From an optimization exercise on the open Yosys and OpenROAD flow, aimed at small area; shortcuts taken in it are not production practice.
Function was checked by simulation only, so behaviour that the tests miss may differ from the original.

## job 551
==> flow/design.v <==
package core_cfg_pkg;
    localparam int xlen_c = 64;
    localparam int inst_w_c = 32;
    localparam int reg_addr_w_c = 5;
    localparam logic [xlen_c-1:0] reset_pc_c = '0;
    localparam logic [inst_w_c-1:0] nop_inst_c = 32'h0000_0013;
endpackage
package rv_isa_pkg;
    typedef enum logic [6:0] {
        OP     = 7'b0110011,
        OP_IMM = 7'b0010011,
        BRANCH = 7'b1100011,
        JAL    = 7'b1101111,
        STORE  = 7'b0100011
    } opcode_e;
    typedef enum logic [2:0] {
        F3_ADD_SUB = 3'b000,
        F3_XOR     = 3'b100,
        F3_OR      = 3'b110,
        F3_AND     = 3'b111
    } alu_f3_e;
    typedef enum logic [2:0] {
        F3_BEQ = 3'b000,
        F3_BNE = 3'b001
    } br_f3_e;
    typedef enum logic [2:0] {
        F3_SD = 3'b011
    } st_f3_e;
    localparam logic [6:0] f7_base_c = 7'b0000000;
    localparam logic [6:0] f7_sub_c  = 7'b0100000;
    typedef enum logic [2:0] {
        ALU_ADD,
        ALU_SUB,
        ALU_AND,
        ALU_OR,
        ALU_XOR
    } alu_op_e;
    typedef enum logic [1:0] {
        BR_NONE,
        BR_EQ,
        BR_NE,
        BR_JUMP
    } br_kind_e;
endpackage
import core_cfg_pkg::*;
module core (
    input  logic                                clk,
    input  logic                                rst_n_i,
    input  logic [core_cfg_pkg::inst_w_c-1:0]   if_inst_i,
    output logic [core_cfg_pkg::xlen_c-1:0]     if_inst_addr_o,
    output logic                                mem_wen_o,
    output logic [core_cfg_pkg::xlen_c-1:0]     mem_waddr_o,
    output logic [core_cfg_pkg::xlen_c-1:0]     mem_wdata_o
);
    logic [3:0]  ph_q;
    logic        ph0_q, ph1_q;
    logic        clr_q;
    logic        bub_q;
    logic        ph15;
    assign ph15 = (ph_q == 4'd15);
    always_ff @(posedge clk) begin
        if (!rst_n_i) begin
            ph_q  <= 4'd0;
            ph0_q <= 1'b1;
            ph1_q <= 1'b0;
            clr_q <= 1'b1;
        end else begin
            ph_q  <= ph_q + 4'd1;
            ph0_q <= ph15;
            ph1_q <= ph0_q;
            if (ph15) clr_q <= 1'b0;
        end
    end
    logic [31:7] ir_q;
    logic [31:7] ins;
    logic        c_rr_q, c_addi_q, c_br_q, c_jal_q, c_sd_q;
    logic        c_rr, c_addi, c_br, c_jal, c_sd;
    logic        d_rr, d_addi, d_br, d_jal, d_sd;
    logic [6:0] opc;
    logic [2:0] f3i;
    logic [6:0] f7i;
    assign opc = if_inst_i[6:0];
    assign f3i = if_inst_i[14:12];
    assign f7i = if_inst_i[31:25];
    always_comb begin
        d_rr   = (opc == 7'b0110011) &&
                 ((f7i == 7'b0000000 && (f3i == 3'b000 || f3i == 3'b100 ||
                                         f3i == 3'b110 || f3i == 3'b111)) ||
                  (f7i == 7'b0100000 && f3i == 3'b000));
        d_addi = (opc == 7'b0010011) && (f3i == 3'b000);
        d_br   = (opc == 7'b1100011) && (f3i[2:1] == 2'b00);
        d_jal  = (opc == 7'b1101111);
        d_sd   = (opc == 7'b0100011) && (f3i == 3'b011);
    end
    always_comb begin
        if (ph0_q) begin
            ins    = if_inst_i[31:7];
            c_rr   = d_rr   && !clr_q && !bub_q;
            c_addi = d_addi && !clr_q && !bub_q;
            c_br   = d_br   && !clr_q && !bub_q;
            c_jal  = d_jal  && !clr_q && !bub_q;
            c_sd   = d_sd   && !clr_q && !bub_q;
        end else begin
            ins    = ir_q;
            c_rr   = c_rr_q;
            c_addi = c_addi_q;
            c_br   = c_br_q;
            c_jal  = c_jal_q;
            c_sd   = c_sd_q;
        end
    end
    always_ff @(posedge clk) begin
        ir_q     <= ins;
        c_rr_q   <= c_rr;
        c_addi_q <= c_addi;
        c_br_q   <= c_br;
        c_jal_q  <= c_jal;
        c_sd_q   <= c_sd;
    end
    logic [31:1][63:0] rf_q;
    logic [3:0]        rs1_nib, rs2_nib;
    logic [31:0][3:0]  tail;
    logic [4:0]        rs1, rs2;
    assign rs1 = ins[19:15];
    assign rs2 = ins[24:20];
    always_comb begin
        tail[0] = 4'd0;
        for (int r = 1; r < 32; r++) tail[r] = rf_q[r][3:0];
    end
    assign rs1_nib = tail[rs1];
    assign rs2_nib = tail[rs2];
    logic [63:0] pc_q, wa_q, wd_q;
    logic [3:0]  pc_src;
    logic [4:0]  inc;
    logic        icy_q;
    assign pc_src = bub_q ? wa_q[7:4] : pc_q[3:0];
    assign inc = {1'b0, pc_src} + ((ph0_q && !bub_q) ? 5'd4 : {4'd0, icy_q && !bub_q});
    logic ne_q, ne, taken;
    assign ne    = (ph0_q ? 1'b0 : ne_q) | (rs1_nib != rs2_nib);
    assign taken = c_jal || (c_br && (ins[12] ? ne : !ne));
    logic [3:0] a_q, b_q;
    always_ff @(posedge clk) begin
        a_q   <= (c_br || c_jal) ? pc_q[3:0] : rs1_nib;
        b_q   <= rs2_nib;
        icy_q <= inc[4];
        ne_q  <= ne;
    end
    logic [20:0] imm;
    logic [3:0]  imm_nib;
    always_comb begin
        if (c_jal_q)
            imm = {ir_q[31], ir_q[19:12], ir_q[20], ir_q[30:21], 1'b0};
        else if (c_br_q)
            imm = {{8{ir_q[31]}}, ir_q[31], ir_q[7], ir_q[30:25], ir_q[11:8], 1'b0};
        else if (c_sd_q)
            imm = {{9{ir_q[31]}}, ir_q[31:25], ir_q[11:7]};
        else
            imm = {{9{ir_q[31]}}, ir_q[31:20]};
        case (ph_q)
            4'd1:    imm_nib = imm[3:0];
            4'd2:    imm_nib = imm[7:4];
            4'd3:    imm_nib = imm[11:8];
            4'd4:    imm_nib = imm[15:12];
            4'd5:    imm_nib = imm[19:16];
            default: imm_nib = {4{imm[20]}};
        endcase
    end
    logic        sub;
    logic [3:0]  b, bx;
    logic [4:0]  sum;
    logic        cy_q;
    logic [3:0]  alu;
    logic [2:0]  f3e;
    assign f3e = ir_q[14:12];
    assign sub = c_rr_q && ir_q[30];
    assign b   = c_rr_q ? b_q : imm_nib;
    assign bx  = sub ? ~b : b;
    assign sum = {1'b0, a_q} + {1'b0, bx} + {4'd0, ph1_q ? sub : cy_q};
    always_comb begin
        alu = sum[3:0];
        if (c_rr_q) begin
            case (f3e)
                3'b100:  alu = a_q ^ b;
                3'b110:  alu = a_q | b;
                3'b111:  alu = a_q & b;
                default: alu = sum[3:0];
            endcase
        end
    end
    logic [3:0] link;
    assign link = pc_q[63:60];
    logic mm_q, mm;
    assign mm = (ph_q == 4'd5 ? 1'b0 : mm_q) | (alu != link);
    always_ff @(posedge clk) begin
        cy_q <= sum[4];
        mm_q <= mm;
    end
    always_ff @(posedge clk) begin
        if (!rst_n_i)
            bub_q <= 1'b0;
        else if (ph15)
            bub_q <= taken && mm;
    end
    logic       wen;
    logic [3:0] wdat, wbus;
    logic [4:0] rd;
    assign rd   = ir_q[11:7];
    assign wen  = (c_rr_q || c_addi_q || c_jal_q) && (rd != 5'd0);
    assign wdat = c_jal_q ? link : alu;
    assign wbus = clr_q ? 4'd0 : wdat;
    always_ff @(posedge clk) begin
        for (int r = 1; r < 32; r++) begin
            if (clr_q || (wen && rd == 5'(r)))
                rf_q[r] <= {rf_q[r][3:0], wbus, rf_q[r][59:4]};
            else
                rf_q[r] <= {rf_q[r][3:0], rf_q[r][63:4]};
        end
    end
    logic [63:0] wa_d;
    assign wa_d = {alu, wa_q[63:4]};
    always_ff @(posedge clk) begin
        wa_q <= wa_d;
        wd_q <= {b_q, wd_q[63:4]};
        if (clr_q)
            pc_q <= {4'd0, pc_q[63:4]};
        else if (ph15 && taken)
            pc_q <= {inc[3:0], pc_q[63:20], wa_d[19:4]};
        else
            pc_q <= {inc[3:0], pc_q[63:4]};
    end
    logic wen_q;
    always_ff @(posedge clk) begin
        if (!rst_n_i)
            wen_q <= 1'b0;
        else
            wen_q <= ph0_q && c_sd_q;
    end
    assign if_inst_addr_o = pc_q;
    assign mem_wen_o      = wen_q;
    assign mem_waddr_o    = wa_q;
    assign mem_wdata_o    = wd_q;
endmodule
export LEC_CHECK = 0
export ABC_AREA = 1
export CAP_MARGIN = 20
export CORE_MARGIN = 2
export CORE_UTILIZATION = 65
export CTS_BUF_LIST = sky130_fd_sc_hd__clkbuf_16
export CTS_CLUSTER_DIAMETER = 80
export CTS_CLUSTER_SIZE = 30
export GPL_TIMING_DRIVEN = 0
export SLEW_MARGIN = 20
create_clock -name core_clock -period 5.5 [get_ports {clk}]
run.sh (not shown) runs the stock make flow with config.mk's settings and CLKGATE_MAP_FILE= SYNTH_SCRIPT=/design/flow/synth_recipe.tcl, a recipe that flattens the netlist after the stock synthesis.
Edits applied to the flow inputs when going from job 551 to job 8614:
==> flow/flow/run.sh (new file) <==
#!/bin/bash
set -uo pipefail
ports="BUFFER_PORTS_ARGS=-buffer_cell sky130_fd_sc_hd__buf_1"
ant=orfs/reports/sky130hd/core/base/drt_antennas.log
bash standard.sh "$ports" finish > flow_make.log 2>&1
st=$?
if [[ $st -ne 0 || ! -f out/final.def ]] || grep -q VIOLATED "$ant" 2>/dev/null; then
  mkdir -p first_try
  cp -r orfs/logs first_try/ 2>/dev/null || true
  cp "$ant" first_try/ 2>/dev/null || true
  rm -rf orfs out/final.def
  bash standard.sh "$ports" CORE_UTILIZATION=50 finish > flow_make2.log 2>&1
fi
test -f out/final.def
==> flow/standard.sh (new file) <==
#!/bin/bash
# synth_recipe.tcl (not shown) runs the flow's synth.tcl, then flattens the netlist and writes it again
# the make line also repeats each setting of config.mk as NAME=value (left out here)
make -C /OpenROAD-flow-scripts/flow DESIGN_CONFIG=/design/flow/config.mk WORK_HOME=/design/flow/orfs CLKGATE_MAP_FILE= SYNTH_SCRIPT=/design/flow/synth_recipe.tcl "${@:-finish}"
-- flow/config.mk --
<<< job 551, line 10
export CORE_MARGIN = 2
export CORE_UTILIZATION = 65
export CTS_BUF_LIST = sky130_fd_sc_hd__clkbuf_16
>>> job 8614, line 10
export CORE_MARGIN = 2
export CORE_UTILIZATION = 60
export CTS_BUF_LIST = sky130_fd_sc_hd__clkbuf_16
removed: flow/run.sh
## What came out
On largest stage delay on the critical path, job 551 and job 8614 are neck and neck. Job 8614 vs job 551 — global-route wire length before repair dropped by more than 10%. Compared with job 551, job 8614 shows final non-filler cell total that has gone up by a few percent.
The inputs of job 2025 differ from those of job 8614 as listed below.
==> flow/flow/run.sh <==
#!/bin/bash
set -euo pipefail
bash standard.sh "BUFFER_PORTS_ARGS=-buffer_cell sky130_fd_sc_hd__buf_1" finish > flow_make.log 2>&1
test -f out/final.def
-- flow/config.mk --
<<< job 8614, line 10
export CORE_MARGIN = 2
export CORE_UTILIZATION = 60
export CTS_BUF_LIST = sky130_fd_sc_hd__clkbuf_16
>>> job 2025, line 10
export CORE_MARGIN = 2
export CORE_UTILIZATION = 65
export CTS_BUF_LIST = sky130_fd_sc_hd__clkbuf_16
Results
- Layout checks on job 2025: not met. Flow itself completed; violations: antenna rules.
- Of job 8614 and job 2025, job 8614 shows the higher area overhead of the layout relative to synthesis, with job 2025 below it.
- Changes observed in job 2025 relative to job 8614: count of sequential standard cells closely matched the old numbers, highest clock rate closely matched the old numbers, total routed wirelength increased by 12% relative to the old numbers.
- Looking at global-route track usage on met1 across job 8614 and job 2025, the one that comes out higher is job 2025.
- Total half-perimeter wirelength after legalization and detailed placement, job 8614 and job 2025: larger value in job 2025
- Diff job 8614 -> job 2025: effective utilization at floorplan moved up; ratio of final minimum period to clock period level; worst setup slack for register-to-register paths level; fraction of area in registers moved up.

-- re-timing with driven ports --
How much do the figures lean on ideal ports? The routed layouts below were timed once more, with nothing changed but the port constraints.
Step 1 (the two cells are an assumption about what drives the block):
set clk [get_ports {clk}]
set_driving_cell -lib_cell sky130_fd_sc_hd__clkbuf_16 $clk
set_driving_cell -lib_cell sky130_fd_sc_hd__buf_2 [delete_from_list [all_inputs] $clk]
Step 2 times the ports against the registers' clock, not the clock port: input delays grow and output delays shrink by t, the midpoint of the rising clock arrivals with the driver on.
Three values: no drivers, after step 1, after step 2; two values: the first two.
| run | t (ns) | setup slack, ns | worst setup path at the end | worst slew at a driven data input, ns |
|---|---|---|---|---|
| job 551 | 0.760 | 0.283 / 0.283 / 0.283 | register to register | 0.08 |
| job 8614 | 0.741 | 0.372 / 0.372 / 0.372 | register to register | 0.05 |
| job 2025 | 0.743 | 0.366 / 0.366 / 0.366 | register to register | 0.05 |
